From an optimization exercise on the open Yosys and OpenROAD flow, aimed at small area; shortcuts taken in it are not production practice.
The RTL was checked by simulation tests, not by an equivalence proof against the original design.
No activity file was given, so power comes from the tool's default toggle rates. The flow treats the clock pin as an ideal source, which a real chip does not have.

$ cat flow/design.v
package boreal_ledger_pkg;
  localparam logic [31:0] LEDGER_CHAIN_SEED = 32'hB0EA_1000;
  localparam int COMMITTED_BIT = 0;
  localparam int POLICY_LSB    = 1;
  localparam int NONCE_LSB     = 33;
  localparam int OPCODE_LSB    = 65;
  localparam int ENTRY_W       = 97;
  function automatic logic [31:0] ledger_chain_mix(
    input logic [31:0] chain,
    input logic [31:0] seq,
    input logic [31:0] opcode,
    input logic [31:0] nonce,
    input logic [31:0] policy_hash,
    input logic        committed
  );
    ledger_chain_mix = {chain[26:0], chain[31:27]} ^ seq ^ opcode ^ nonce ^ policy_hash
           ^ {31'b0, committed};
  endfunction
endpackage
import boreal_ledger_pkg::*;
module boreal_ledger_mem
#(
  parameter int DEPTH = 16,
  parameter int AW    = $clog2(DEPTH)
) (
  input  logic               clk,
  input  logic [DEPTH-1:0]   row_we,
  input  logic [DEPTH-1:0]   row_keep,
  input  logic [ENTRY_W-1:0] wr_data,
  input  logic [DEPTH-1:0]   rd_sel,
  output logic [ENTRY_W-1:0] rd_data
);
  logic [ENTRY_W-1:0] mem [DEPTH];
  always_ff @(posedge clk) begin
    for (int i = 0; i < DEPTH; i++) begin
      mem[i] <= (mem[i] & {ENTRY_W{row_keep[i]}}) | (wr_data & {ENTRY_W{row_we[i]}});
    end
  end
  always_comb begin
    rd_data = '0;
    for (int i = 0; i < DEPTH; i++) begin
      rd_data = rd_data | ({ENTRY_W{rd_sel[i]}} & mem[i]);
    end
  end
endmodule
import boreal_ledger_pkg::*;
module boreal_ledger
#(
  parameter int DEPTH = 16,
  parameter int AW    = $clog2(DEPTH)
) (
  input  logic          clk,
  input  logic          rst,
  input  logic          ledger_wr_en,
  input  logic [31:0]   wr_opcode,
  input  logic [31:0]   wr_nonce,
  input  logic          wr_committed,
  input  logic [31:0]   wr_policy_hash,
  input  logic          rd_ready,
  output logic          rd_valid,
  output logic [31:0]   rd_seq,
  output logic [31:0]   rd_opcode,
  output logic [31:0]   rd_nonce,
  output logic [31:0]   rd_policy_hash,
  output logic          rd_committed,
  output logic [31:0]   rd_chain,
  output logic [AW:0]   ledger_count,
  output logic          ledger_full,
  output logic          overflow,
  output logic [15:0]   drop_count,
  output logic [31:0]   chain_head
);
  logic [31:0]        seq_ctr;
  logic [DEPTH-1:0]   rd_sel;
  logic [DEPTH-1:0]   row_we;
  logic               pop;
  logic               wr_accept;
  logic [31:0]        chain_next;
  logic [AW:0]        count_next;
  logic [ENTRY_W-1:0] wr_data;
  logic [ENTRY_W-1:0] rd_data;
  assign pop = rd_valid && rd_ready;
  assign wr_accept = ledger_wr_en && (!ledger_count[AW] || pop);
  assign chain_next = boreal_ledger_pkg::ledger_chain_mix(chain_head, seq_ctr, wr_opcode,
                                       wr_nonce, wr_policy_hash,
                                       wr_committed);
  assign wr_data = {wr_opcode, wr_nonce, wr_policy_hash, wr_committed};
  always_comb begin
    count_next = ledger_count;
    case ({wr_accept, pop})
      2'b10:   count_next = ledger_count + 1'b1;
      2'b01:   count_next = ledger_count - 1'b1;
      default: count_next = ledger_count;
    endcase
  end
  always_ff @(posedge clk) begin
    if (rst) begin
      seq_ctr      <= '0;
      chain_head   <= LEDGER_CHAIN_SEED;
      ledger_count <= '0;
      overflow     <= 1'b0;
      drop_count   <= '0;
    end else begin
      if (wr_accept) begin
        seq_ctr    <= seq_ctr + 32'd1;
        chain_head <= chain_next;
      end else if (ledger_wr_en) begin
        overflow <= 1'b1;
        if (drop_count != 16'hFFFF) begin
          drop_count <= drop_count + 16'd1;
        end
      end
      ledger_count <= count_next;
    end
  end
  assign ledger_full = ledger_count[AW];
  always_ff @(posedge clk) begin
    if (rst) begin
      rd_valid   <= 1'b0;
      rd_chain   <= LEDGER_CHAIN_SEED;
      rd_sel     <= DEPTH'(1);
    end else if (!rd_valid) begin
      if (ledger_count != '0) begin
        rd_valid <= 1'b1;
        rd_chain <= boreal_ledger_pkg::ledger_chain_mix(rd_chain, rd_seq, rd_opcode,
                                       rd_nonce, rd_policy_hash,
                                       rd_committed);
      end
    end else if (rd_ready) begin
      rd_valid   <= 1'b0;
      rd_sel     <= {rd_sel[DEPTH-2:0], rd_sel[DEPTH-1]};
    end
  end
  assign rd_seq = seq_ctr - {{(31-AW){1'b0}}, ledger_count};
  always_comb begin
    for (int i = 0; i < DEPTH; i++) begin
      row_we[i] = wr_accept && (seq_ctr[AW-1:0] == AW'(i));
    end
  end
  boreal_ledger_mem #(
    .DEPTH (DEPTH),
    .AW    (AW)
  ) u_mem (
    .clk     (clk),
    .row_we  (row_we),
    .row_keep(~row_we),
    .wr_data (wr_data),
    .rd_sel  (rd_sel),
    .rd_data (rd_data)
  );
  assign rd_opcode      = rd_data[OPCODE_LSB +: 32];
  assign rd_nonce       = rd_data[NONCE_LSB +: 32];
  assign rd_policy_hash = rd_data[POLICY_LSB +: 32];
  assign rd_committed   = rd_data[COMMITTED_BIT];
endmodule
$ cat flow/flow/run.sh
#!/bin/bash
# The standard layout (the standard.sh, unchanged synthesis, floorplan,
# power grid and routing), with two placement/CTS choices changed:
#   - port buffers are sky130_fd_sc_hd__buf_1 instead of the resizer's pick
#     (a clkdlybuf4s50_1 delay cell); every port still gets its own buffer;
#   - clock tree synthesis inserts no dummy loads and clusters up to 30
#     sinks (150 um across) under each clkbuf_16 leaf buffer.
# Each make step's full output is in orfs/logs/...; make's own output goes to
# flow_make.log in this folder.
set -euo pipefail
export BUFFER_PORTS_ARGS="-buffer_cell sky130_fd_sc_hd__buf_1"
export CTS_ARGS="-sink_clustering_enable -repair_clock_nets -dont_use_dummy_load -buf_list sky130_fd_sc_hd__clkbuf_16 -sink_clustering_size 30 -sink_clustering_max_diameter 150"
bash standard.sh finish > flow_make.log 2>&1
$ cat flow/standard.sh
#!/bin/bash
# synth_recipe.tcl (not shown) runs the flow's synth.tcl, then flattens the netlist and writes it again
# the make line also repeats each setting of config.mk as NAME=value (left out here)
make -C /OpenROAD-flow-scripts/flow DESIGN_CONFIG=/design/flow/config.mk WORK_HOME=/design/flow/orfs CLKGATE_MAP_FILE= SYNTH_SCRIPT=/design/flow/synth_recipe.tcl "${@:-finish}"
$ cat flow/constraint.sdc
create_clock -name core_clock -period 5.0 [get_ports {clk}]
set_input_delay 1.0000 -clock core_clock [delete_from_list [all_inputs] [get_ports {clk}]]
set_output_delay 1.0000 -clock core_clock [all_outputs]
set_load 0.01 [all_outputs]
$ cat flow/config.mk
export PLATFORM = sky130hd
export DESIGN_NAME = boreal_ledger
export DESIGN_NICKNAME = boreal_ledger
export VERILOG_FILES = /design/flow/design.v
export SDC_FILE = /design/flow/constraint.sdc
export NUM_CORES = 4
export LEC_CHECK = 0
export CAP_MARGIN = 20
export CORE_MARGIN = 2
export CORE_UTILIZATION = 60
export SLEW_MARGIN = 20
export SYNTH_HIERARCHICAL = 1
==> impl_metrics.env, run 1 <==
export IMPL_drive_gt1_frac=0.0548
export IMPL_cpMaxStageDelayCell="xnor2_1"
export IMPL_die_area_um2=109000
export IMPL_cts_root_buf="clkbuf_16"
export IMPL_wl_met2_um=99100
export IMPL_clk_pin_slew_ps=120
export IMPL_reg2reg_to="rd_chain[25]$_SDFFE_PP0P_"
export IMPL_finalNetCount=5648
export IMPL_worst_setup_path_end_kind="output port"
export IMPL_min_path_cells=1
export IMPL_synth_edf_count=0
export IMPL_fin_crit_sh=0.961
export IMPL_highest_layer="met5"
export IMPL_setup_viol=0
export IMPL_cts_setup_buffers=0
export IMPL_drv_slew=0
export IMPL_grt_max_degree=98
export IMPL_rows=119
export IMPL_initial_core_util=0.606
export IMPL_hold_path_class="reg -> reg"
export IMPL_grt_pass1_vias=48000
export IMPL_max_stage_delay_ps=820
export IMPL_crit_arrival_ps=3810
export IMPL_synth_simple_gate_area_frac=0.0360
export IMPL_final_area_um2=67000
export IMPL_ir_drop_uv=332
export IMPL_overflow=0
export IMPL_synth_top_family_by_area="compound AO/OA/AOI/OAI gates"
export IMPL_max_freq_mhz=208
export IMPL_hp_start="u_mem.mem[13][39]$_DFF_P_"
export IMPL_cts_tree="yes"
export IMPL_synth_nets=5881
export IMPL_p_leak_nw=25.0
export IMPL_fill_cells=8677
export IMPL_worstMarginPinSlew_ps=1230
export IMPL_crit_path_cell_trace="ha_1, nor2b_1, o31a_1, nor2_1, nand2_1, xnor2_1, buf_1"
export IMPL_area_growth_pct=4.79
export IMPL_avgSynthCellArea_um2=11.1
export IMPL_async_reset_ff_frac=0
export IMPL_period_minus_slack_ps=4810
export IMPL_grt_use_total=0.427
export IMPL_cellPowerDensity_nw_per_um2=471
export IMPL_numCtsBuffers=66
export IMPL_grt_pass1_wl_um=344000
export IMPL_pin_count=318
export IMPL_cts_resized=0
export IMPL_status="timing/DRC/antenna clean"
export IMPL_die_h_um=330
export IMPL_synth_cell_area_um2=63900
export IMPL_vias=52400
export IMPL_path_max_fanout=13
export IMPL_detail_route_antenna_nets=0
export IMPL_synth_compound_area_share=0.331
export IMPL_wl_met3_um=33000
export IMPL_worst_setup_path_start_kind="flop"
export IMPL_rrSetupSlack_ps=1220
export IMPL_h_tree_depth=3
export IMPL_routed_wl_um=242000
export IMPL_r2r_start="rd_sel[11]$_SDFFE_PP0P_"
export IMPL_io_buffers=317
export IMPL_dr_first_iter_drc_count=7918
export IMPL_slew_limit_headroom=0.181
export IMPL_cts_sinks=1687
export IMPL_synth_seq_cells=1687
export IMPL_fin_cells=6922
export IMPL_r2r_cells=8
export IMPL_placed_cells=6851
export IMPL_synth_xor_area_frac=0.0457
export IMPL_dp_slack_ps=1020
export IMPL_die_w_um=330
export IMPL_yosys_top_cells_area="dfxtp_1 53%, a22o_1 27%, a221oi_1 5.3%"
export IMPL_rsz0062_at_grt="no"
export IMPL_wl_per_cell_um=34.9
export IMPL_hpwl_um=147000
export IMPL_ys_flop_type="dfxtp_1"
export IMPL_timing_hold_ws_ps=477
export IMPL_synth_fa_ha_area_frac=0.00356
export IMPL_cap_viol_max_count=0
export IMPL_placed_cell_area_um2=65300
export IMPL_hold_viol_final=0
export IMPL_netlist_top_cells_count="1940 x a22o_1, 1687 x dfxtp_1, 547 x clkbuf_1, 387 x a221oi_1, 252 x xnor2_1"
export IMPL_synth_most_common_cell="a22o_1"
export IMPL_drc=0
export IMPL_drtPass1Iterations=9
export IMPL_antenna_found_initial=18
export IMPL_netlist_instances=5763
export IMPL_worstHoldEndpoint="u_mem.mem[13][39]$_DFF_P_"
export IMPL_yosysWarnings=9
export IMPL_yosys_area_top_type="dfxtp_1"
export IMPL_postCtsHoldBufs=0
export IMPL_wl_met1_um=96100
export IMPL_ys_seq_area_frac=0.528
export IMPL_crit_type="reg -> out"
export IMPL_clk_latency_ps=700
export IMPL_coreArea_um2=105000
export IMPL_vias_per_cell=7.58
export IMPL_max_clock_path_buffers=3
export IMPL_place_congestion=0.931
export IMPL_fin_ws_ps=195
export IMPL_synth_mux_area_frac=0.000313
export IMPL_fin_skew_ps=51.0
export IMPL_synth_distinct_cells=50
export IMPL_yosysTopAreaCellShare=0.528
export IMPL_required_ps=4000
export IMPL_setup_tns_ps=0
-- layout make-up --
cell class | count | area, um2 | area share
diodes | 3 | 7.51 | 0.000112
clock buffers | 66 | 1650 | 0.0247
inverters | 33 | 206 | 0.00308
multi-input cells | 3257 | 26800 | 0.400
flip-flops and latches | 1687 | 33800 | 0.505
well taps | 1391 | 1740 | 0.0260
repair buffers | 485 | 2750 | 0.0410
-- worst max path at each step --
stage / slack, ps / startpoint / end
detailed placement: 1020 / rd_ready / ledger_count[4]$_SDFFE_PP0P_
CTS: 390 / seq_ctr[12]$_SDFFE_PP0P_ / rd_seq[29]
finish: 190 / seq_ctr[2]$_SDFFE_PP0P_ / rd_seq[14]
floorplan: 1430 / seq_ctr[12]$_SDFFE_PP0P_ / rd_seq[29]
global route: 230 / seq_ctr[2]$_SDFFE_PP0P_ / rd_seq[14]
global placement: 1020 / rd_ready / ledger_count[4]$_SDFFE_PP0P_
-- metal layers --
layer,up-vias,global-route usage
met3,640,0.143
li1,21800,-
met5,-,0
met4,32,0.208
met1,26500,0.586
met2,3544,0.601
-- power by group --
| group | internal, W | switching [W] |
|---|---|---|
| Clock | 0.00241 | 0.00419 |
| Combinational | 0.00346 | 0.00512 |
| Sequential | 0.0152 | 0.00120 |
-- critical path, delay by kind of cell (launching register included) --
kind / cells / cell delay, ps
AOI/OAI and AO/OA: 1 / 430
and+or+nand+nor: 3 / 560
xor gates and xnor gates: 1 / 820
buffers and inverters: 1 / 220
DFF: 1 / 690
adders and majority gates: 1 / 380
-- placed cells by master (no fill, tap or decap), types with 3 or more instances in the layout --
cell,count
nor3_1,24
nor2b_1,6
o21a_1,8
or2_2,7
xor2_1,65
dfxtp_1,1671
diode_2,3
xnor3_1,6
and2_1,4
o21ai_0,31
a22o_1,1940
or3_1,11
nor2_1,84
o31ai_1,3
inv_6,15
or4_1,5
ha_1,15
and4_1,6
xnor2_1,252
a211oi_1,6
buf_6,3
buf_12,22
inv_1,15
a21oi_1,69
nand3_4,12
nor4_1,8
clkbuf_16,66
buf_1,311
and3_1,12
clkbuf_2,4
buf_4,143
nand2_1,116
dfxtp_4,16
a221oi_1,387
nand4_1,116
o211ai_1,11
nand3_1,26
-- per-stage QoR --
step                power (W)  utilization
finish                 0.0315        0.635
global route           0.0325        0.635
CTS                    0.0312        0.635
detailed placement     0.0249        0.619
global placement       0.0247        0.619
floorplan              0.0215            -
-- registers in the layout, indices dropped and copies added, names as in the netlist --
signal        flops
overflow          1
rd_sel           16
u_mem.mem      1552
rd_valid          1
rd_chain         32
chain_head       32
ledger_count      5
drop_count       16
seq_ctr          32
-- kinds of logic after synthesis --
family,after synthesis
XOR/XNOR,324
flip-flops,1687
AND/OR/NAND/NOR,451
adder cells (fa/ha/maj),17
multiplexers,2
AO/OA/AOI/OAI,2463
buffers and inverters,819
==> run 2, diff against run 1 <==
==> flow/flow/run.sh (replaced) <==
#!/bin/bash
# The standard layout (the standard.sh, unchanged synthesis, floorplan,
# power grid and routing), with two placement/CTS choices changed:
#   - port buffers are sky130_fd_sc_hd__buf_1 instead of the resizer's pick
#     (a clkdlybuf4s50_1 delay cell); every port still gets its own buffer;
#   - clock tree synthesis inserts no dummy loads and clusters up to 24
#     sinks (120 um across) under each clkbuf_16 leaf buffer.
# Each make step's full output is in orfs/logs/...; make's own output goes to
# flow_make.log in this folder.
set -euo pipefail
export BUFFER_PORTS_ARGS="-buffer_cell sky130_fd_sc_hd__buf_1"
export CTS_ARGS="-sink_clustering_enable -repair_clock_nets -dont_use_dummy_load -buf_list sky130_fd_sc_hd__clkbuf_16 -sink_clustering_size 24 -sink_clustering_max_diameter 120"
bash standard.sh finish > flow_make.log 2>&1
==> run 2 against run 1 <==
Net effect:
- register-to-register slack worse by 20 ps
- worst setup slack improved by 19 ps
- sequential share of layout area shrank 0.29 points
- clock-buffer cell count up 14
- clock power up 8.8%
- synthesized cell count unchanged
- critical path depth did not move
- combinational power about the same
- global-route usage increased by 0.085 points
- sequential power is essentially flat
==> impl_metrics.env, run 2 <==
export IMPL_clk_pin_slew_ps=100
export IMPL_overflow=0
export IMPL_met1_usage=0.581
export IMPL_met2_usage=0.605
export IMPL_crit_family="XOR/XNOR gates"
export IMPL_io_buffers=317
export IMPL_rows=119
export IMPL_avgSynthCellArea_um2=11.1
export IMPL_area_growth_pct=5.39
export IMPL_grt_max_degree=98
export IMPL_register_area_um2=33800
export IMPL_synth_most_common_cell="a22o_1"
export IMPL_synth_cell_area_um2=63900
export IMPL_ys_seq_area_frac=0.528
export IMPL_r2r_cells=10
export IMPL_required_ps=4000
export IMPL_synth_simple_gate_area_frac=0.0360
export IMPL_hpwl_um=147000
export IMPL_die_h_um=330
export IMPL_cts_tree="yes"
export IMPL_slew_limit_headroom=0.171
export IMPL_die_area_um2=109000
export IMPL_hold_path_class="reg -> reg"
export IMPL_postCtsHoldBufs=0
export IMPL_synth_edf_count=0
export IMPL_cts_root_buf="clkbuf_16"
export IMPL_reg2reg_to="rd_chain[19]$_SDFFE_PP1P_"
export IMPL_vias=52600
export IMPL_largest_reg_flops=1552
export IMPL_final_area_um2=67400
export IMPL_status="timing/DRC/antenna clean"
export IMPL_h_tree_depth=3
export IMPL_drtPass1Iterations=6
export IMPL_cpMaxStageDelayCell="xnor2_1"
export IMPL_numCtsBuffers=80
export IMPL_coreArea_um2=105000
export IMPL_detail_route_antenna_nets=0
export IMPL_netlist_instances=5763
export IMPL_async_reset_ff_frac=0
export IMPL_drive_gt1_frac=0.0570
export IMPL_netlist_top_cells_count="1940 x a22o_1, 1687 x dfxtp_1, 547 x clkbuf_1, 387 x a221oi_1, 252 x xnor2_1"
export IMPL_grtUsageMet3=0.154
export IMPL_antenna_found_initial=18
export IMPL_place_congestion=0.931
export IMPL_initial_core_util=0.606
export IMPL_placed_cell_area_um2=65300
export IMPL_max_stage_delay_ps=790
export IMPL_hp_start="overflow$_SDFFE_PP0P_"
export IMPL_setup_viol=0
export IMPL_crit_arrival_ps=3790
export IMPL_finalNetCount=5662
export IMPL_synth_top_family_by_area="compound AO/OA/AOI/OAI gates"
export IMPL_clk_latency_ps=700
export IMPL_yosys_area_top_type="dfxtp_1"
export IMPL_max_clock_path_buffers=3
export IMPL_path_max_fanout=13
export IMPL_die_w_um=330
export IMPL_cellPowerDensity_nw_per_um2=477
export IMPL_worstHoldEndpoint="overflow$_SDFFE_PP0P_"
export IMPL_critPathBufInv=1
export IMPL_fill_cells=8626
export IMPL_period_minus_slack_ps=4790
export IMPL_crit_type="reg -> out"
export IMPL_min_path_cells=2
export IMPL_worst_setup_path_start_kind="flop"
export IMPL_setup_tns_ps=0
export IMPL_timing_hold_ws_ps=477
export IMPL_synth_compound_area_share=0.331
export IMPL_routed_wl_um=243000
export IMPL_synth_distinct_cells=50
export IMPL_ir_drop_uv=342
export IMPL_pin_count=318
export IMPL_vias_per_cell=7.58
export IMPL_r2r_start="rd_sel[11]$_SDFFE_PP0P_"
export IMPL_fin_crit_sh=0.957
export IMPL_ys_flop_type="dfxtp_1"
export IMPL_layout_cells_most_common="a22o_1"
export IMPL_worstMarginPinSlew_ps=1240
export IMPL_final_util=0.639
export IMPL_fin_skew_ps=35.1
export IMPL_yosys_top_cells_area="dfxtp_1 53%, a22o_1 27%, a221oi_1 5.3%"
export IMPL_hold_viol_final=0
export IMPL_most_common_layout_cells="1940 x a22o_1, 1671 x dfxtp_1, 387 x a221oi_1"
export IMPL_top_register="u_mem.mem"
export IMPL_cp_depth=7
export IMPL_yosysWarnings=9
export IMPL_rsz0062_at_grt="no"
export IMPL_drc=0
export IMPL_yosysTopAreaCellShare=0.528
export IMPL_cts_sinks=1687
export IMPL_dr_first_iter_drc_count=7863
export IMPL_grt_use_total=0.428
export IMPL_grt_pass1_wl_um=345000
export IMPL_crit_path_cell_trace="ha_1, nor2b_1, o31a_1, nor2_1, nand2_1, xnor2_1, buf_1"
export IMPL_rrSetupSlack_ps=1200
export IMPL_cts_setup_buffers=0
export IMPL_synth_xor_area_frac=0.0457
export IMPL_multi_input_area_um2=26800
export IMPL_drv_slew=0
export IMPL_synth_fa_ha_area_frac=0.00356
export IMPL_synth_mux_area_frac=0.000313
export IMPL_busiest_layer="met2"
export IMPL_cap_viol_max_count=0
export IMPL_cts_resized=0
export IMPL_max_freq_mhz=209
export IMPL_worst_setup_path_end_kind="output port"
export IMPL_synth_seq_cells=1687
export IMPL_synth_nets=5881
export IMPL_p_leak_nw=25.2
export IMPL_grt_pass1_vias=48100
export IMPL_wl_per_cell_um=35.0
==> run 2: cell count changes in the layout (fill, tap and decap cells not counted) <==
cell / change
clkbuf_16: +14
buf_16: +1
clkbuf_2: -1
buf_6: -1
diode_2: +7
buf_1: +1
==> run 2: cells by family (layout without fill, tap and decap cells) <==
logic type	after synthesis	after routing
fa+ha+maj	17	17
compound gates	2463	2463
xor+xnor	324	324
mux	2	2
buf+inv	819	598
simple gates	451	451
flops	1687	1687
other cells	0	10
==> run 2: metrics by stage <==
| step | power, W | setup slack (ps) | instances |
|---|---|---|---|
| floorplan | 0.0215 | 1430 | 5763 |
| global placement | 0.0247 | 1020 | 6850 |
| detailed placement | 0.0249 | 1020 | 6851 |
| CTS | 0.0318 | 399 | 6931 |
| global route | 0.0331 | 210 | 6933 |
| finish | 0.0321 | 214 | 6943 |
==> run 2: power by group <==
group          switching (W)  total (W)  leakage (nW)  internal, W
Clock                0.00430    0.00718         0.986      0.00288
Sequential           0.00120     0.0164          13.7       0.0152
Combinational        0.00514    0.00860          10.4      0.00346
Total                 0.0106     0.0321          25.2       0.0215
==> run 2: worst max-delay path by stage <==
stage / from / endpoint
final: seq_ctr[2]$_SDFFE_PP0P_ / rd_seq[14]
after global routing: seq_ctr[0]$_SDFFE_PP0P_ / rd_seq[12]
after CTS: seq_ctr[2]$_SDFFE_PP0P_ / rd_seq[14]
after detailed placement: rd_ready / ledger_count[4]$_SDFFE_PP0P_
after global placement: rd_ready / ledger_count[4]$_SDFFE_PP0P_
after floorplan: seq_ctr[12]$_SDFFE_PP0P_ / rd_seq[29]
==> run 2: area by class of cell <==
class | instances | share of cell area
Sequential cell | 1687 | 0.502
Multi-Input combinational cell | 3257 | 0.398
Timing Repair Buffer | 485 | 0.0410
Clock buffer | 80 | 0.0297
Tap cell | 1391 | 0.0258
Inverter | 33 | 0.00306
Antenna cell | 10 | 0.000371
==> run 2: worst register-to-register path: cells and delay by family (launching register included) <==
family          cells  cell delay, ps
compound gates      4             900
xor+xnor            3            1080
buf+inv             1             430
flops               1             500
simple gates        2             740
==> run 2: metal layers <==
layer | part of all wire | wire [um]
met1 | 0.40 | 96300
met2 | 0.41 | 99800
met3 | 0.14 | 33700
met4 | 0.054 | 13200
met5 | 0.00059 | 143
==> run 3, diff against run 2 <==
--- a/flow/config.mk
+++ b/flow/config.mk
@@ -7,6 +7,6 @@
 export LEC_CHECK = 0
 export CAP_MARGIN = 20
 export CORE_MARGIN = 2
-export CORE_UTILIZATION = 60
+export CORE_UTILIZATION = 40
 export SLEW_MARGIN = 20
 export SYNTH_HIERARCHICAL = 1
==> run 3 against run 2 <==
Net effect:
- still clean on timing, DRC and antenna
- sequential share of layout area shrank 0.88 points
- clock power is essentially flat
- global-route usage shrank 12 points
- cell count grew 10%
- worst setup slack lost 74 ps
- largest cell class unchanged
==> impl_metrics.env, run 3 <==
export IMPL_status="timing/DRC/antenna clean"
export IMPL_clk_pin_slew_ps=100
export IMPL_clk_latency_ps=740
export IMPL_cap_viol_max_count=0
export IMPL_grt_pass1_wl_um=368000
export IMPL_pin_count=318
export IMPL_setup_viol=0
export IMPL_coreArea_um2=159000
export IMPL_slew_limit_headroom=0.200
export IMPL_avgSynthCellArea_um2=11.1
export IMPL_rsz0062_at_grt="no"
export IMPL_die_area_um2=163000
export IMPL_rrSetupSlack_ps=1140
export IMPL_worstMarginPinSlew_ps=1200
export IMPL_worst_setup_path_start_kind="flop"
export IMPL_cts_tree="yes"
export IMPL_yosys_top_cells_area="dfxtp_1 53%, a22o_1 27%, a221oi_1 5.3%"
export IMPL_dr_first_iter_drc_count=7455
export IMPL_finalNetCount=5685
export IMPL_detail_route_antenna_nets=0
export IMPL_fin_skew_ps=57.8
export IMPL_ys_seq_area_frac=0.528
export IMPL_h_tree_depth=3
export IMPL_top_register="u_mem.mem"
export IMPL_grt_max_degree=106
export IMPL_die_h_um=404
export IMPL_yosysWarnings=9
export IMPL_vias_per_cell=6.87
export IMPL_timing_hold_ws_ps=475
export IMPL_required_ps=4000
export IMPL_p_leak_nw=25.3
export IMPL_numCtsBuffers=80
export IMPL_initial_core_util=0.403
export IMPL_synth_nets=5881
export IMPL_yosysTopAreaCellShare=0.528
export IMPL_most_common_layout_cells="1940 x a22o_1, 1671 x dfxtp_1, 387 x a221oi_1"
export IMPL_cts_setup_buffers=0
export IMPL_overflow=0
export IMPL_max_clock_path_buffers=3
export IMPL_synth_most_common_cell="a22o_1"
export IMPL_fill_cells=14900
export IMPL_fin_crit_sh=0.972
export IMPL_postCtsHoldBufs=0
export IMPL_wl_per_cell_um=34.2
export IMPL_setup_tns_ps=0
export IMPL_drc=0
export IMPL_hold_path_class="reg -> reg"
export IMPL_cpMaxStageDelayCell="nor4_1"
export IMPL_multi_input_area_um2=26800
export IMPL_routed_wl_um=261000
export IMPL_largest_reg_flops=1552
export IMPL_crit_type="reg -> out"
export IMPL_yosys_area_top_type="dfxtp_1"
export IMPL_synth_cell_area_um2=63900
export IMPL_drive_gt1_frac=0.0613
export IMPL_netlist_top_cells_count="1940 x a22o_1, 1687 x dfxtp_1, 547 x clkbuf_1, 387 x a221oi_1, 252 x xnor2_1"
export IMPL_area_growth_pct=7.27
export IMPL_synth_edf_count=0
export IMPL_worst_setup_path_end_kind="output port"
export IMPL_cts_sinks=1687
export IMPL_period_minus_slack_ps=4860
export IMPL_drtPass1Iterations=6
export IMPL_hpwl_um=160000
export IMPL_path_max_fanout=8
export IMPL_synth_seq_cells=1687
export IMPL_die_w_um=404
export IMPL_crit_path_cell_trace="nor4_1, nand3_1, or4_1, xnor2_1, buf_1"
export IMPL_place_congestion=0.907
export IMPL_ir_drop_uv=303
export IMPL_max_stage_delay_ps=820
export IMPL_hold_viol_final=0
export IMPL_drv_slew=0
export IMPL_grt_pass1_vias=49300
export IMPL_antenna_found_initial=16
export IMPL_io_buffers=317
export IMPL_final_util=0.433
export IMPL_netlist_instances=5763
export IMPL_rows=146
export IMPL_vias=52500
export IMPL_async_reset_ff_frac=0
export IMPL_register_area_um2=33800
export IMPL_max_freq_mhz=206
export IMPL_grt_use_total=0.307
export IMPL_crit_arrival_ps=3860
export IMPL_cts_root_buf="clkbuf_16"
export IMPL_ys_flop_type="dfxtp_1"
export IMPL_cellPowerDensity_nw_per_um2=478
export IMPL_layout_cells_most_common="a22o_1"
export IMPL_synth_distinct_cells=50
[run 3: cell counts after synthesis]
Identical to the previous run, type by type.
[run 3: worst paths after layout]
kind                           startpoint                         to  cells after the start
hold / removal      overflow$_SDFFE_PP0P_      overflow$_SDFFE_PP0P_                      2
hold reg to reg     overflow$_SDFFE_PP0P_      overflow$_SDFFE_PP0P_                      2
setup / recovery  seq_ctr[7]$_SDFFE_PP0P_                 rd_seq[22]                      5
setup reg to reg  rd_sel[13]$_SDFFE_PP0P_  rd_chain[28]$_SDFFE_PP1P_                      9
[run 3: what timing repair did]
item	4_1_cts	5_1_grt
hold endpoints to repair	0	0
setup endpoints to repair	0	1
gates resized for setup	0	1
[run 3: where the power goes]
part	total (W)	internal, W	switching (W)
sequential	0.0164	0.0152	0.00121
clock	0.00721	0.00288	0.00434
combinational	0.00917	0.00357	0.00560
[run 3: kinds of logic after synthesis]
family,Yosys count,synth area share
AO/OA/AOI/OAI,2463,0.331
XOR/XNOR,324,0.0457
adder cells (fa/ha/maj),17,0.00356
buffers and inverters,819,0.0551
flip-flops,1687,0.528
multiplexers,2,0.000313
AND/OR/NAND/NOR,451,0.0360
[run 3: layer usage]
layer | up-vias | global-route usage | wire, um
li1 | 21900 | - | -
met1 | 26800 | 0.412 | 107000
met2 | 3261 | 0.450 | 110000
met3 | 569 | 0.0908 | 30400
met4 | 24 | 0.147 | 13600
met5 | - | 0 | 165
[run 3: final cells by class]
class / instances / share of cell area
sequential: 1687 / 0.493
multi-input combinational: 3257 / 0.391
timing repair buffer: 508 / 0.0454
tap: 2072 / 0.0378
clock buffer: 80 / 0.0292
inverter: 33 / 0.00297
antenna: 8 / 0.000292
[run 3: per-stage QoR]
stage          setup WS (ps)  total power, W  cells  area (um2)
2_1_floorplan           1430          0.0215   5763       63900
3_3_place_gp             607          0.0254   7556       66500
3_5_place_dp             835          0.0255   7557       66500
4_1_cts                  221          0.0325   7637       68500
5_1_grt                 61.9          0.0338   7639       68600
6_report                 140          0.0328   7645       68600
[run 3: critical path, delay by kind of cell, from the launching register on]
family / cells / cell delay [ps]
and+or+nand+nor: 3 / 1850
xor gates and xnor gates: 1 / 580
buffers and inverters: 1 / 210
DFF: 1 / 510
==> run 4, diff against run 3 <==
--- a/flow/design.v
+++ b/flow/design.v
@@ -36,12 +36,48 @@
       mem[i] <= (mem[i] & {ENTRY_W{row_keep[i]}}) | (wr_data & {ENTRY_W{row_we[i]}});
     end
   end
-  always_comb begin
-    rd_data = '0;
-    for (int i = 0; i < DEPTH; i++) begin
-      rd_data = rd_data | ({ENTRY_W{rd_sel[i]}} & mem[i]);
+  localparam int NGRP = (DEPTH + 2) / 3;
+  logic [ENTRY_W-1:0] grp_n [NGRP];
+  for (genvar g = 0; g < NGRP; g++) begin : g_grp
+    if (3 * g + 2 < DEPTH) begin : g_three
+      boreal_ledger_aoi3 #(.W(ENTRY_W)) u_aoi (
+        .a   (mem[3*g]),   .sa (rd_sel[3*g]),
+        .b   (mem[3*g+1]), .sb (rd_sel[3*g+1]),
+        .c   (mem[3*g+2]), .sc (rd_sel[3*g+2]),
+        .y_n (grp_n[g])
+      );
+    end else if (3 * g + 1 < DEPTH) begin : g_two
+      boreal_ledger_aoi3 #(.W(ENTRY_W)) u_aoi (
+        .a   (mem[3*g]),   .sa (rd_sel[3*g]),
+        .b   (mem[3*g+1]), .sb (rd_sel[3*g+1]),
+        .c   ('0),         .sc (1'b0),
+        .y_n (grp_n[g])
+      );
+    end else begin : g_one
+      assign grp_n[g] = ~(mem[3*g] & {ENTRY_W{rd_sel[3*g]}});
     end
   end
+  always_comb begin
+    rd_data = '1;
+    for (int g = 0; g < NGRP; g++) begin
+      rd_data = rd_data & grp_n[g];
+    end
+    rd_data = ~rd_data;
+  end
+endmodule
+module boreal_ledger_aoi3
+#(
+  parameter int W = 1
+) (
+  input  logic [W-1:0] a,
+  input  logic         sa,
+  input  logic [W-1:0] b,
+  input  logic         sb,
+  input  logic [W-1:0] c,
+  input  logic         sc,
+  output logic [W-1:0] y_n
+);
+  assign y_n = ~((a & {W{sa}}) | (b & {W{sb}}) | (c & {W{sc}}));
 endmodule
 import boreal_ledger_pkg::*;
 module boreal_ledger
--- a/flow/config.mk
+++ b/flow/config.mk
@@ -7,6 +7,7 @@
 export LEC_CHECK = 0
 export CAP_MARGIN = 20
 export CORE_MARGIN = 2
-export CORE_UTILIZATION = 40
+export CORE_UTILIZATION = 50
 export SLEW_MARGIN = 20
 export SYNTH_HIERARCHICAL = 1
+export SYNTH_MINIMUM_KEEP_SIZE = 0
==> run 4 against run 3 <==
Net effect:
- sequential share of layout area is 0.92 points higher
- hold slack worse by 1.6 ps
- first-iteration DRC count is 40% higher
- cell count is 5.0% lower
- worst setup slack better by 65 ps
- flip-flop and latch count stayed put
- register-to-register slack worse by 240 ps
- total power is 0.76% lower
- clock-buffer cell count stayed put
- combinational power is 2% lower
- largest power group unchanged
- die area is 19% lower
- still clean
==> impl_metrics.env, run 4 <==
export IMPL_most_common_layout_cells="1671 x dfxtp_1, 1552 x a22o_1, 485 x a222oi_1"
export IMPL_slew_limit_headroom=0.204
export IMPL_worst_setup_path_start_kind="flop"
export IMPL_h_tree_depth=3
export IMPL_hold_path_class="reg -> reg"
export IMPL_async_reset_ff_frac=0
export IMPL_synth_nets=5829
export IMPL_routed_wl_um=255000
export IMPL_ys_flop_type="dfxtp_1"
export IMPL_worstHoldEndpoint="u_mem.mem[11][50]$_DFF_P_"
export IMPL_path_max_fanout=9
export IMPL_fin_skew_ps=52.1
export IMPL_cts_root_buf="clkbuf_16"
export IMPL_setup_tns_ps=0
export IMPL_cts_resized=0
export IMPL_required_ps=4000
export IMPL_place_congestion=0.939
export IMPL_setup_viol=0
export IMPL_avgSynthCellArea_um2=11.4
export IMPL_cts_setup_buffers=0
export IMPL_drc=0
export IMPL_crit_type="reg -> out"
export IMPL_rows=132
export IMPL_placed_cell_area_um2=65300
export IMPL_vias=52500
export IMPL_ys_seq_area_frac=0.520
export IMPL_synth_edf_count=0
export IMPL_top_register="u_mem.mem"
export IMPL_internal_power_w=0.0214
export IMPL_worstMarginPinSlew_ps=1190
export IMPL_drv_slew=0
export IMPL_r2r_start="rd_sel[6]$_SDFFE_PP0P_"
export IMPL_max_freq_mhz=209
export IMPL_hold_viol_final=0
export IMPL_die_h_um=364
export IMPL_grt_pass1_vias=48100
export IMPL_overflow=0
export IMPL_coreArea_um2=129000
export IMPL_synth_distinct_cells=63
export IMPL_largest_reg_flops=1552
export IMPL_antenna_found_initial=13
export IMPL_grt_max_degree=105
export IMPL_cts_sinks=1687
export IMPL_cellPowerDensity_nw_per_um2=483
export IMPL_clk_pin_slew_ps=110
export IMPL_initial_core_util=0.502
export IMPL_combPwrFrac=0.277
export IMPL_numCtsBuffers=80
export IMPL_layout_cells_most_common="dfxtp_1"
export IMPL_synth_cell_area_um2=64900
export IMPL_die_w_um=364
export IMPL_drtPass1Iterations=10
export IMPL_detail_route_antenna_nets=0
export IMPL_ir_drop_uv=272
export IMPL_final_area_um2=67300
export IMPL_wl_per_cell_um=35.1
export IMPL_synth_most_common_cell="dfxtp_1"
export IMPL_vias_per_cell=7.23
export IMPL_die_area_um2=133000
export IMPL_p_leak_nw=24.9
export IMPL_cap_viol_max_count=0
export IMPL_status="timing/DRC/antenna clean"
export IMPL_drive_gt1_frac=0.0624
export IMPL_yosys_area_top_type="dfxtp_1"
export IMPL_postCtsHoldBufs=0
export IMPL_clockPowerShare=0.221
export IMPL_grt_pass1_wl_um=359000
export IMPL_yosys_top_cells_area="dfxtp_1 52%, a22o_1 21%, a222oi_1 7.5%"
export IMPL_seqPwrFrac=0.502
export IMPL_io_buffers=317
export IMPL_finalNetCount=5629
export IMPL_hp_start="u_mem.mem[11][50]$_DFF_P_"
export IMPL_yosysWarnings=12
export IMPL_synth_seq_cells=1687
export IMPL_switching_share=0.342
export IMPL_netlist_instances=5711
export IMPL_clk_latency_ps=710
export IMPL_grt_use_total=0.368
export IMPL_cts_tree="yes"
export IMPL_fin_crit_sh=0.959
export IMPL_crit_arrival_ps=3800
export IMPL_r2r_cells=10
export IMPL_cp_startpoint="ledger_count[0]$_SDFFE_PP0P_"
export IMPL_rsz0062_at_grt="no"
export IMPL_min_path_cells=1
export IMPL_max_clock_path_buffers=3
export IMPL_reg2reg_to="rd_chain[31]$_SDFFE_PP1P_"
export IMPL_yosysTopAreaCellShare=0.520
export IMPL_pin_count=318
export IMPL_rrSetupSlack_ps=900
export IMPL_period_minus_slack_ps=4800
export IMPL_dr_first_iter_drc_count=10400
export IMPL_netlist_top_cells_count="1687 x dfxtp_1, 1552 x a22o_1, 485 x a222oi_1, 274 x buf_2, 263 x xnor2_1"
export IMPL_p_sw_w=0.0111
export IMPL_area_growth_pct=3.75
export IMPL_hpwl_um=157000
export IMPL_worst_setup_path_end_kind="output port"
run 4: power groups by stage:
| stage | clock network (W) | registers (W) | logic (W) |
|---|---|---|---|
| finish | 0.00719 | 0.0163 | 0.00899 |
| global route | 0.00772 | 0.0165 | 0.00934 |
| CTS | 0.00724 | 0.0162 | 0.00877 |
| detailed placement | 0 | 0.0165 | 0.00875 |
| global placement | 0 | 0.0165 | 0.00866 |
| floorplan | 0 | 0.0162 | 0.00526 |
run 4: cell families (layout without fill, tap and decap cells):
logic type | after synthesis | in the layout | share of synthesized area
compound gates | 2163 | 2163 | 0.297
flops | 1687 | 1687 | 0.520
buf+inv | 836 | 634 | 0.0806
simple gates | 684 | 684 | 0.0535
xor+xnor | 320 | 320 | 0.0447
fa+ha+maj | 17 | 17 | 0.00351
mux | 4 | 4 | 0.000636
other cells | 0 | 10 | 0
run 4: stage by stage:
stage,hold slack (ps),utilization,setup slack (ps),std cells,total power (W)
global route,485,0.521,76.4,7254,0.0335
finish,473,0.521,205,7261,0.0325
global placement,451,0.505,974,7171,0.0252
floorplan,439,-,1510,5711,0.0215
CTS,474,0.521,234,7251,0.0322
detailed placement,452,0.505,916,7171,0.0253
run 4: cell type report:
cell class,count,area [um2]
multi-input combinational,3188,26100
timing repair buffer,512,2940
fill,11400,61800
sequential,1687,33800
antenna,10,25.0
clock buffer,80,2000
inverter,42,238
tap,1742,2180
run 4: worst max-delay path by stage:
| stage | end | slack, ps |
|---|---|---|
| final | rd_seq[20] | 200 |
| after global routing | rd_seq[30] | 80 |
| after CTS | rd_seq[20] | 230 |
| after detailed placement | u_mem.mem[11][82]$_DFF_P_ | 920 |
| after global placement | u_mem.mem[8][8]$_DFF_P_ | 970 |
| after floorplan | rd_seq[29] | 1510 |
run 4: critical path, stage by stage, from the launching register on:
cell and delay (ps):
dfxtp_1 600, ha_1 230, inv_1 60, fa_1 460, nand3b_1 140, a22oi_1 230
nor4b_1 570, xor2_1 590, buf_1 230
run 4: layer usage:
layer / GRT usage / up-vias / share of wire
met4: 0.176 / 10 / 0.052
met2: 0.537 / 3788 / 0.42
li1: - / 21800 / -
met1: 0.503 / 26300 / 0.40
met3: 0.101 / 544 / 0.13
met5: 0 / - / 0.00024
==> run 5, diff against run 4 <==
--- a/flow/config.mk
+++ b/flow/config.mk
@@ -7,7 +7,7 @@
 export LEC_CHECK = 0
 export CAP_MARGIN = 20
 export CORE_MARGIN = 2
-export CORE_UTILIZATION = 50
+export CORE_UTILIZATION = 60
 export SLEW_MARGIN = 20
 export SYNTH_HIERARCHICAL = 1
 export SYNTH_MINIMUM_KEEP_SIZE = 0
==> run 5 against run 4 <==
Net effect:
- hold slack improved by 0.74 ps
- still clean on timing, DRC and antenna
- clock-buffer cell count unchanged
- worst setup slack got worse by 15 ps
- first-iteration DRC count increased by 2.6%
- clock skew decreased by 20 ps
- register-to-register slack about the same
- wire length decreased by 2.8%
- fmax decreased by 0.30%
- flip-flop and latch count unchanged
==> impl_metrics.env, run 5 <==
export IMPL_status="timing/DRC/antenna clean"
export IMPL_cts_root_buf="clkbuf_16"
export IMPL_clk_latency_ps=690
export IMPL_worst_setup_path_start_kind="flop"
export IMPL_pin_count=318
export IMPL_crit_type="reg -> out"
export IMPL_yosys_top_cells_area="dfxtp_1 52%, a22o_1 21%, a222oi_1 7.5%"
export IMPL_area_growth_pct=2.99
export IMPL_cpMaxStageDelayCell="a22oi_1"
export IMPL_cp_depth=8
export IMPL_max_stage_delay_ps=870
export IMPL_cts_setup_buffers=0
export IMPL_die_h_um=333
export IMPL_slew_limit_headroom=0.166
export IMPL_p_leak_nw=24.9
export IMPL_final_util=0.624
export IMPL_ir_drop_uv=325
export IMPL_ys_seq_area_frac=0.520
export IMPL_required_ps=4000
export IMPL_place_congestion=0.936
export IMPL_clk_pin_slew_ps=100
export IMPL_cp_startpoint="ledger_count[4]$_SDFFE_PP0P_"
export IMPL_hold_path_class="reg -> reg"
export IMPL_detail_route_antenna_nets=0
export IMPL_setup_viol=0
export IMPL_dr_first_iter_drc_count=10700
export IMPL_drtPass1Iterations=10
export IMPL_r2r_cells=8
export IMPL_die_area_um2=111000
export IMPL_numCtsBuffers=80
export IMPL_cts_tree="yes"
export IMPL_crit_family="compound AO/OA/AOI/OAI gates"
export IMPL_h_tree_depth=3
export IMPL_wl_per_cell_um=35.8
export IMPL_fin_skew_ps=31.8
export IMPL_most_common_layout_cells="1671 x dfxtp_1, 1552 x a22o_1, 485 x a222oi_1"
export IMPL_initial_core_util=0.605
export IMPL_grt_use_total=0.429
export IMPL_fin_crit_sh=0.962
export IMPL_coreArea_um2=107000
export IMPL_critPathBufInv=2
export IMPL_vias=52900
export IMPL_hold_viol_final=0
export IMPL_synth_seq_cells=1687
export IMPL_drc=0
export IMPL_die_w_um=333
export IMPL_max_freq_mhz=208
export IMPL_yosysWarnings=12
export IMPL_crit_path_cell_trace="inv_1, ha_1, o21ai_0, a22oi_1, nor3_2, nand2_1, xnor2_1, buf_1"
export IMPL_cellPowerDensity_nw_per_um2=484
export IMPL_routed_wl_um=248000
export IMPL_cts_sinks=1687
export IMPL_rrSetupSlack_ps=910
export IMPL_ys_flop_type="dfxtp_1"
export IMPL_synth_most_common_cell="dfxtp_1"
export IMPL_overflow=0
export IMPL_netlist_top_cells_count="1687 x dfxtp_1, 1552 x a22o_1, 485 x a222oi_1, 274 x buf_2, 263 x xnor2_1"
export IMPL_antenna_found_initial=20
export IMPL_drv_slew=0
export IMPL_rows=120
export IMPL_cap_viol_max_count=0
export IMPL_timing_hold_ws_ps=474
export IMPL_async_reset_ff_frac=0
export IMPL_grt_max_degree=98
export IMPL_top_register="u_mem.mem"
export IMPL_synth_distinct_cells=63
export IMPL_setup_tns_ps=0
export IMPL_endpoint="rd_seq[30]"
export IMPL_drive_gt1_frac=0.0621
export IMPL_avgSynthCellArea_um2=11.4
export IMPL_hpwl_um=150000
export IMPL_synth_edf_count=0
export IMPL_rsz0062_at_grt="no"
export IMPL_grt_pass1_vias=48600
export IMPL_period_minus_slack_ps=4810
export IMPL_crit_arrival_ps=3810
export IMPL_worst_setup_path_end_kind="output port"
export IMPL_synth_cell_area_um2=64900
export IMPL_synth_nets=5829
export IMPL_yosysTopAreaCellShare=0.520
export IMPL_r2r_start="rd_sel[9]$_SDFFE_PP0P_"
export IMPL_path_max_fanout=9
export IMPL_netlist_instances=5711
export IMPL_grt_pass1_wl_um=353000
export IMPL_max_clock_path_buffers=3
export IMPL_yosys_area_top_type="dfxtp_1"
export IMPL_finalNetCount=5629
export IMPL_io_buffers=317
export IMPL_largest_reg_flops=1552
export IMPL_reg2reg_to="rd_chain[8]$_SDFFE_PP0P_"
export IMPL_worstMarginPinSlew_ps=1250
export IMPL_vias_per_cell=7.64
export IMPL_layout_cells_most_common="dfxtp_1"
[run 5: cell count changes in the layout (fill, tap and decap cells not counted), sizes merged]
cell	before	now
buf	507	510
clkbuf	85	82
diode	10	11
[run 5: layout make-up]
cell class	count	area (um2)
fill	8847	40400
multi-input combinational	3188	26100
sequential	1687	33800
tap	1403	1760
clock buffer	80	2000
antenna	11	27.5
inverter	42	238
timing repair buffer	512	2870
[run 5: worst min path at each step]
| stage | depth (start not counted) | to | startpoint |
|---|---|---|---|
| after floorplan | 1 | u_mem.mem[10][67]$_DFF_P_ | u_mem.mem[10][67]$_DFF_P_ |
| after global placement | 1 | u_mem.mem[0][29]$_DFF_P_ | u_mem.mem[0][29]$_DFF_P_ |
| after detailed placement | 1 | u_mem.mem[12][51]$_DFF_P_ | u_mem.mem[12][51]$_DFF_P_ |
| after CTS | 1 | u_mem.mem[12][41]$_DFF_P_ | u_mem.mem[12][41]$_DFF_P_ |
| after global routing | 1 | u_mem.mem[14][41]$_DFF_P_ | u_mem.mem[14][41]$_DFF_P_ |
| final | 1 | u_mem.mem[12][41]$_DFF_P_ | u_mem.mem[12][41]$_DFF_P_ |
[run 5: routing by layer]
layer / global-route usage / share of wire / up-vias
met4: 0.261 / 0.069 / 14
met5: 0 / 0.00036 / -
li1: - / - / 21800
met2: 0.608 / 0.41 / 4062
met1: 0.582 / 0.38 / 26300
met3: 0.117 / 0.14 / 685
[run 5: kinds of logic (layout without fill, tap and decap cells)]
kind of cell | Yosys count | in the layout | share of synthesized area
compound gates | 2163 | 2163 | 0.297
xor+xnor | 320 | 320 | 0.0447
fa+ha+maj | 17 | 17 | 0.00351
buf+inv | 836 | 634 | 0.0806
flops | 1687 | 1687 | 0.520
mux | 4 | 4 | 0.000636
other cells | 0 | 11 | 0
simple gates | 684 | 684 | 0.0535
[run 5: report_power, final]
part,switching (W),internal [W],total (W)
Sequential,0.00118,0.0152,0.0163
Clock,0.00428,0.00287,0.00715
Combinational,0.00555,0.00333,0.00888
[run 5: what timing repair did]
action / 4_1_cts / 5_1_grt
setup endpoints to repair: 0 / 1
resized for setup: 0 / 1
hold buffers: 0 / 0
[run 5: worst register-to-register path: cells and delay by family, from the launching register on]
family,cells,cell delay [ps]
flops,1,610
compound gates,2,700
simple gates,2,780
xor+xnor,3,1480
buf+inv,1,450
[run 5: stage by stage]
| step | instance area, um2 | setup WS, ps | total power (W) | cells |
|---|---|---|---|---|
| 2_1_floorplan | 64900 | 1510 | 0.0215 | 5711 |
| 3_3_place_gp | 64800 | 803 | 0.0250 | 6829 |
| 3_5_place_dp | 64800 | 716 | 0.0251 | 6830 |
| 4_1_cts | 66800 | 77.8 | 0.0320 | 6910 |
| 5_1_grt | 66800 | 46.4 | 0.0333 | 6918 |
| 6_report | 66800 | 190 | 0.0324 | 6923 |
==> run 6, diff against run 5 <==
==> flow/flow/run.sh (replaced) <==
#!/bin/bash
# The standard layout (the standard.sh, unchanged synthesis, floorplan,
# power grid and routing), with two placement/CTS choices changed:
#   - port buffers are sky130_fd_sc_hd__buf_1 instead of the resizer's pick
#     (a clkdlybuf4s50_1 delay cell); every port still gets its own buffer;
#   - clock tree synthesis inserts no dummy loads and clusters up to 30
#     sinks (120 um across) under each clkbuf_16 leaf buffer.
# Each make step's full output is in orfs/logs/...; make's own output goes to
# flow_make.log in this folder.
set -euo pipefail
export BUFFER_PORTS_ARGS="-buffer_cell sky130_fd_sc_hd__buf_1"
export CTS_ARGS="-sink_clustering_enable -repair_clock_nets -dont_use_dummy_load -buf_list sky130_fd_sc_hd__clkbuf_16 -sink_clustering_size 30 -sink_clustering_max_diameter 120"
bash standard.sh finish > flow_make.log 2>&1
--- a/flow/config.mk
+++ b/flow/config.mk
@@ -7,7 +7,7 @@
 export LEC_CHECK = 0
 export CAP_MARGIN = 20
 export CORE_MARGIN = 2
-export CORE_UTILIZATION = 60
+export CORE_UTILIZATION = 70
 export SLEW_MARGIN = 20
 export SYNTH_HIERARCHICAL = 1
 export SYNTH_MINIMUM_KEEP_SIZE = 0
==> run 6 against run 5 <==
Net effect:
- cell area fell by 0.79%
- clock power is 9.0% lower
- via count grew 1.3%
==> impl_metrics.env, run 6 <==
export IMPL_status="timing/DRC/antenna clean"
export IMPL_synth_cell_area_um2=64900
export IMPL_placed_cell_area_um2=64600
export IMPL_synth_seq_cells=1687
export IMPL_worstMarginPinSlew_ps=1220
export IMPL_fill_cells=6744
export IMPL_period_minus_slack_ps=4890
export IMPL_dr_first_iter_drc_count=11900
export IMPL_routed_wl_um=238000
export IMPL_drc=0
export IMPL_ys_seq_area_frac=0.520
export IMPL_p_leak_nw=24.7
export IMPL_overflow=0
export IMPL_die_w_um=308
export IMPL_coreArea_um2=91800
export IMPL_cts_root_buf="clkbuf_16"
export IMPL_wl_per_cell_um=35.3
export IMPL_grt_use_total=0.483
export IMPL_grt_pass1_vias=49200
export IMPL_largest_reg_flops=1552
export IMPL_max_clock_path_buffers=3
export IMPL_synth_distinct_cells=63
export IMPL_crit_type="reg -> out"
export IMPL_yosysTopAreaCellShare=0.520
export IMPL_slew_limit_headroom=0.183
export IMPL_hold_viol_final=0
export IMPL_cts_tree="yes"
export IMPL_netlist_instances=5711
export IMPL_numCtsBuffers=66
export IMPL_fin_crit_sh=0.979
export IMPL_hold_path_class="reg -> reg"
export IMPL_rows=111
export IMPL_synth_most_common_cell="dfxtp_1"
export IMPL_vias_per_cell=7.94
export IMPL_ys_flop_type="dfxtp_1"
export IMPL_yosysWarnings=12
export IMPL_yosys_area_top_type="dfxtp_1"
export IMPL_cts_setup_buffers=0
export IMPL_max_freq_mhz=204
export IMPL_cap_viol_max_count=0
export IMPL_drtPass1Iterations=14
export IMPL_grt_pass1_wl_um=341000
export IMPL_async_reset_ff_frac=0
export IMPL_cellPowerDensity_nw_per_um2=477
export IMPL_drive_gt1_frac=0.0609
export IMPL_synth_nets=5829
export IMPL_rsz0062_at_grt="no"
export IMPL_finalNetCount=5617
export IMPL_clk_pin_slew_ps=120
export IMPL_h_tree_depth=3
export IMPL_fin_skew_ps=56.7
export IMPL_path_max_fanout=14
export IMPL_die_h_um=308
export IMPL_fin_cells=6750
export IMPL_ir_drop_uv=377
export IMPL_top_register="u_mem.mem"
export IMPL_detail_route_antenna_nets=0
export IMPL_initial_core_util=0.707
export IMPL_worst_setup_path_end_kind="output port"
export IMPL_rrSetupSlack_ps=1010
export IMPL_hpwl_um=145000
export IMPL_die_area_um2=95200
export IMPL_netlist_top_cells_count="1687 x dfxtp_1, 1552 x a22o_1, 485 x a222oi_1, 274 x buf_2, 263 x xnor2_1"
export IMPL_area_growth_pct=2.18
export IMPL_drv_slew=0
export IMPL_avgSynthCellArea_um2=11.4
export IMPL_required_ps=4000
export IMPL_setup_tns_ps=0
export IMPL_grt_max_degree=98
export IMPL_vias=53600
export IMPL_place_congestion=0.969
export IMPL_crit_arrival_ps=3890
export IMPL_pin_count=318
export IMPL_synth_edf_count=0
export IMPL_io_buffers=317
export IMPL_antenna_found_initial=18
export IMPL_clk_latency_ps=700
export IMPL_yosys_top_cells_area="dfxtp_1 52%, a22o_1 21%, a222oi_1 7.5%"
export IMPL_final_area_um2=66300
export IMPL_placed_cells=6673
export IMPL_layout_cells_most_common="dfxtp_1"
export IMPL_cts_sinks=1687
export IMPL_most_common_layout_cells="1671 x dfxtp_1, 1552 x a22o_1, 485 x a222oi_1"
export IMPL_worst_setup_path_start_kind="flop"
export IMPL_setup_viol=0
[run 6: path summary, 6_finish.rpt]
path | start | end | cells after the start
worst max-delay path | seq_ctr[5]$_SDFFE_PP0P_ | rd_seq[30] | 6
worst min-delay path | u_mem.mem[14][47]$_DFF_P_ | u_mem.mem[14][47]$_DFF_P_ | 1
worst max register to register | rd_sel[7]$_SDFFE_PP0P_ | rd_chain[19]$_SDFFE_PP1P_ | 9
worst min register to register | u_mem.mem[14][47]$_DFF_P_ | u_mem.mem[14][47]$_DFF_P_ | 1
[run 6: logic make-up after synthesis]
| kind of cell | count (synthesis) | synth area share |
|---|---|---|
| xor+xnor | 320 | 0.0447 |
| flops | 1687 | 0.520 |
| buf+inv | 836 | 0.0806 |
| simple gates | 684 | 0.0535 |
| mux | 4 | 0.000636 |
| compound gates | 2163 | 0.297 |
| fa+ha+maj | 17 | 0.00351 |
[run 6: layer usage]
layer,track usage,share of wire,wire [um],vias up
li1,-,-,-,21800
met1,0.635,0.36,86700,26200
met2,0.664,0.40,95900,4681
met3,0.172,0.16,37200,896
met4,0.324,0.076,18100,14
met5,0.0109,0.00094,225,-
[run 6: worst max-delay path, stage by stage (launching register included)]
cell	delay, ps
dfxtp_1	480
nor4_1	760
nand3_2	450
nor3_2	780
nand2_1	240
xnor2_1	300
buf_1	200
[run 6: layout make-up]
class                           instances  area, um2  share of cell area
Antenna cell                           10       25.0            0.000377
Multi-Input combinational cell       3188      26100               0.394
Tap cell                             1243       1560              0.0235
Timing Repair Buffer                  514       2890              0.0435
Inverter                               42        238             0.00358
Clock buffer                           66       1650              0.0249
Sequential cell                      1687      33800               0.510
[run 6: power breakdown]
group | total, W | internal (W) | leakage [nW] | switching (W)
combinational | 0.00876 | 0.00333 | 10.1 | 0.00543
clock | 0.00651 | 0.00241 | 0.813 | 0.00411
sequential | 0.0164 | 0.0152 | 13.7 | 0.00120
[run 6: repair_timing]
action | 4_1_cts | 5_1_grt
hold buffers | 0 | 0
setup endpoints to repair | 0 | 3
gates resized for setup | 0 | 1
[run 6: per-stage QoR]
step | hold slack, ps | setup slack, ps | power (W) | util
2_1_floorplan | 439 | 1510 | 0.0215 | -
3_3_place_gp | 451 | 898 | 0.0247 | 0.704
3_5_place_dp | 452 | 862 | 0.0248 | 0.704
4_1_cts | 472 | 114 | 0.0311 | 0.722
5_1_grt | 482 | 45.1 | 0.0324 | 0.722
6_report | 470 | 105 | 0.0316 | 0.722
==> run 7, diff against run 6 <==
--- a/flow/config.mk
+++ b/flow/config.mk
@@ -7,7 +7,7 @@
 export LEC_CHECK = 0
 export CAP_MARGIN = 20
 export CORE_MARGIN = 2
-export CORE_UTILIZATION = 70
+export CORE_UTILIZATION = 60
 export SLEW_MARGIN = 20
 export SYNTH_HIERARCHICAL = 1
 export SYNTH_MINIMUM_KEEP_SIZE = 0
==> run 7 against run 6 <==
Net effect:
- global-route usage decreased by 5.5 points
- clock power increased by 0.9%
- flip-flop and latch count stayed put
- clock-buffer cell count unchanged
- worst setup slack improved by 26 ps
- via count is 1.3% lower
- critical path depth grew 2
- total power is 0.62% higher
- non-clock buffer count is 1 lower
- synthesized cell count is the same
- synthesized area did not move
==> impl_metrics.env, run 7 <==
export IMPL_status="timing/DRC/antenna clean"
export IMPL_worstMarginPinSlew_ps=1260
export IMPL_internal_power_w=0.0209
export IMPL_multi_input_area_um2=26100
export IMPL_register_area_um2=33800
export IMPL_overflow=0
export IMPL_placed_cells=6830
export IMPL_async_reset_ff_frac=0
export IMPL_avgSynthCellArea_um2=11.4
export IMPL_fill_cells=8866
export IMPL_cap_viol_max_count=0
export IMPL_grt_use_total=0.429
export IMPL_synth_distinct_cells=63
export IMPL_largest_reg_flops=1552
export IMPL_dp_slack_ps=716
export IMPL_wl_per_cell_um=35.9
export IMPL_worst_setup_path_start_kind="flop"
export IMPL_dr_first_iter_drc_count=10700
export IMPL_synth_most_common_cell="dfxtp_1"
export IMPL_yosys_top_cells_area="dfxtp_1 52%, a22o_1 21%, a222oi_1 7.5%"
export IMPL_cpMaxStageDelayCell="a22oi_1"
export IMPL_h_tree_depth=3
export IMPL_numCtsBuffers=66
export IMPL_coreArea_um2=107000
export IMPL_clockPowerShare=0.207
export IMPL_crit_path_cell_trace="inv_1, ha_1, o21ai_0, a22oi_1, nor3_2, nand2_1, xnor2_1, buf_1"
export IMPL_top_register="u_mem.mem"
export IMPL_p_sw_w=0.0109
export IMPL_clk_latency_ps=690
export IMPL_grt_max_degree=98
export IMPL_worstHoldEndpoint="u_mem.mem[0][49]$_DFF_P_"
export IMPL_fin_cells=6909
export IMPL_drive_gt1_frac=0.0599
export IMPL_crit_type="reg -> out"
export IMPL_yosys_area_top_type="dfxtp_1"
export IMPL_pin_count=318
export IMPL_hold_path_class="reg -> reg"
export IMPL_place_congestion=0.936
export IMPL_die_h_um=333
export IMPL_antenna_found_initial=20
export IMPL_drc=0
export IMPL_p_leak_nw=24.7
export IMPL_fin_skew_ps=45.9
export IMPL_netlist_instances=5711
export IMPL_reg2reg_to="rd_chain[8]$_SDFFE_PP0P_"
export IMPL_synth_cell_area_um2=64900
export IMPL_vias=52900
export IMPL_setup_viol=0
export IMPL_detail_route_antenna_nets=0
export IMPL_combPwrFrac=0.280
export IMPL_r2r_cells=8
export IMPL_netlist_top_cells_count="1687 x dfxtp_1, 1552 x a22o_1, 485 x a222oi_1, 274 x buf_2, 263 x xnor2_1"
export IMPL_rsz0062_at_grt="no"
export IMPL_layout_cells_most_common="dfxtp_1"
export IMPL_synth_nets=5829
export IMPL_period_minus_slack_ps=4870
export IMPL_cts_sinks=1687
export IMPL_min_path_cells=1
export IMPL_most_common_layout_cells="1671 x dfxtp_1, 1552 x a22o_1, 485 x a222oi_1"
export IMPL_hold_viol_final=0
export IMPL_worst_setup_path_end_kind="output port"
export IMPL_final_area_um2=66500
export IMPL_setup_tns_ps=0
export IMPL_critPathBufInv=2
export IMPL_cts_root_buf="clkbuf_16"
export IMPL_synth_edf_count=0
export IMPL_vias_per_cell=7.66
export IMPL_hpwl_um=150000
export IMPL_ys_flop_type="dfxtp_1"
export IMPL_rrSetupSlack_ps=950
export IMPL_clk_pin_slew_ps=120
export IMPL_path_max_fanout=9
export IMPL_yosysTopAreaCellShare=0.520
export IMPL_max_clock_path_buffers=3
export IMPL_max_stage_delay_ps=900
export IMPL_routed_wl_um=248000
export IMPL_crit_family="compound AO/OA/AOI/OAI gates"
export IMPL_placed_cell_area_um2=64800
export IMPL_r2r_start="rd_sel[9]$_SDFFE_PP0P_"
export IMPL_cts_tree="yes"
export IMPL_area_growth_pct=2.49
export IMPL_postCtsHoldBufs=0
export IMPL_switching_share=0.343
export IMPL_initial_core_util=0.605
export IMPL_fin_ws_ps=132
export IMPL_max_freq_mhz=205
export IMPL_ys_seq_area_frac=0.520
export IMPL_hp_start="u_mem.mem[0][49]$_DFF_P_"
export IMPL_io_buffers=317
export IMPL_grt_pass1_vias=48600
export IMPL_slew_limit_headroom=0.160
export IMPL_drv_slew=0
export IMPL_crit_arrival_ps=3870
export IMPL_synth_seq_cells=1687
export IMPL_fin_crit_sh=0.974
export IMPL_drtPass1Iterations=11
export IMPL_yosysWarnings=12
export IMPL_grt_pass1_wl_um=353000
export IMPL_die_area_um2=111000
export IMPL_rows=120
export IMPL_cellPowerDensity_nw_per_um2=478
export IMPL_seqPwrFrac=0.514
export IMPL_cts_setup_buffers=0
export IMPL_finalNetCount=5616
export IMPL_ir_drop_uv=367
export IMPL_required_ps=4000
export IMPL_total_power_w=0.0318
export IMPL_die_w_um=333
-- run 7: layer usage --
layer | wire [um] | GRT usage
met3 | 32700 | 0.116
met1 | 95800 | 0.583
met2 | 103000 | 0.610
met4 | 16400 | 0.253
met5 | 92 | 0
-- run 7: logic make-up after synthesis --
kind of cell	Yosys count	share of synthesized area
AO/OA/AOI/OAI	2163	0.297
XOR/XNOR	320	0.0447
adder cells (fa/ha/maj)	17	0.00351
buffers and inverters	836	0.0806
flip-flops	1687	0.520
multiplexers	4	0.000636
AND/OR/NAND/NOR	684	0.0535
-- run 7: layout make-up --
cell class / count / area share
flip-flops and latches: 1687 / 0.509
multi-input cells: 3188 / 0.393
repair buffers: 513 / 0.0436
well taps: 1403 / 0.0264
clock buffers: 66 / 0.0248
inverters: 42 / 0.00357
diodes: 10 / 0.000376
-- run 7: worst max-delay path by stage --
stage                                            start                        to  depth (start not counted)
after global routing      ledger_count[4]$_SDFFE_PP0P_                rd_seq[28]                          7
after floorplan           ledger_count[4]$_SDFFE_PP0P_                rd_seq[29]                         10
after CTS                 ledger_count[4]$_SDFFE_PP0P_                rd_seq[29]                          8
after detailed placement                  ledger_wr_en  u_mem.mem[6][88]$_DFF_P_                          7
final                     ledger_count[4]$_SDFFE_PP0P_                rd_seq[30]                          8
after global placement                    ledger_wr_en  u_mem.mem[6][25]$_DFF_P_                          7
-- run 7: metrics by stage --
| step | util | hold slack [ps] |
|---|---|---|
| after global placement | 0.604 | 451 |
| after detailed placement | 0.604 | 452 |
| after CTS | 0.620 | 474 |
| final | 0.620 | 471 |
| after floorplan | - | 439 |
| after global routing | 0.620 | 490 |
-- run 7: repair_timing --
item	4_1_cts	5_1_grt
resized for setup	0	1
endpoints found under the setup margin	0	1
endpoints found under the hold margin	0	0
-- run 7: power by group through the flow --
stage / Combinational, W / Clock, W / Sequential, W
6_report: 0.00890 / 0.00657 / 0.0163
5_1_grt: 0.00919 / 0.00702 / 0.0165
4_1_cts: 0.00858 / 0.00659 / 0.0163
3_5_place_dp: 0.00855 / 0 / 0.0165
3_3_place_gp: 0.00844 / 0 / 0.0165
2_1_floorplan: 0.00526 / 0 / 0.0162

## static timing again, ports no longer ideal
In the flow no input, the clock included, has a driving cell. The finished layouts below were timed again as built, in two steps.
Step 1, drivers: a clkbuf_16 drives clk and a buf_2 each remaining input, both assumed.
Step 2 times the ports against the registers' clock, not the clock port: input delays grow and output delays shrink by t, the midpoint of the rising clock arrivals with the driver on.
Slacks: no drivers / after step 1 / after step 2; pairs: no drivers / after step 1.
run | shift t [ns] | setup slack, ns | worst register clock-pin slew, ns
run 1 | 0.762 | 0.195 / 0.118 / 0.864 | 0.12 / 0.12
run 2 | 0.765 | 0.214 / 0.135 / 0.872 | 0.11 / 0.11
run 3 | 0.800 | 0.140 / 0.055 / 0.691 | 0.11 / 0.11
run 4 | 0.772 | 0.205 / 0.122 / 0.796 | 0.11 / 0.11
run 5 | 0.764 | 0.190 / 0.112 / 0.507 | 0.10 / 0.10
run 6 | 0.756 | 0.105 / 0.022 / 0.778 | 0.12 / 0.12
run 7 | 0.761 | 0.132 / 0.052 / 0.459 | 0.12 / 0.12
After both steps setup and hold are still met in every run listed.
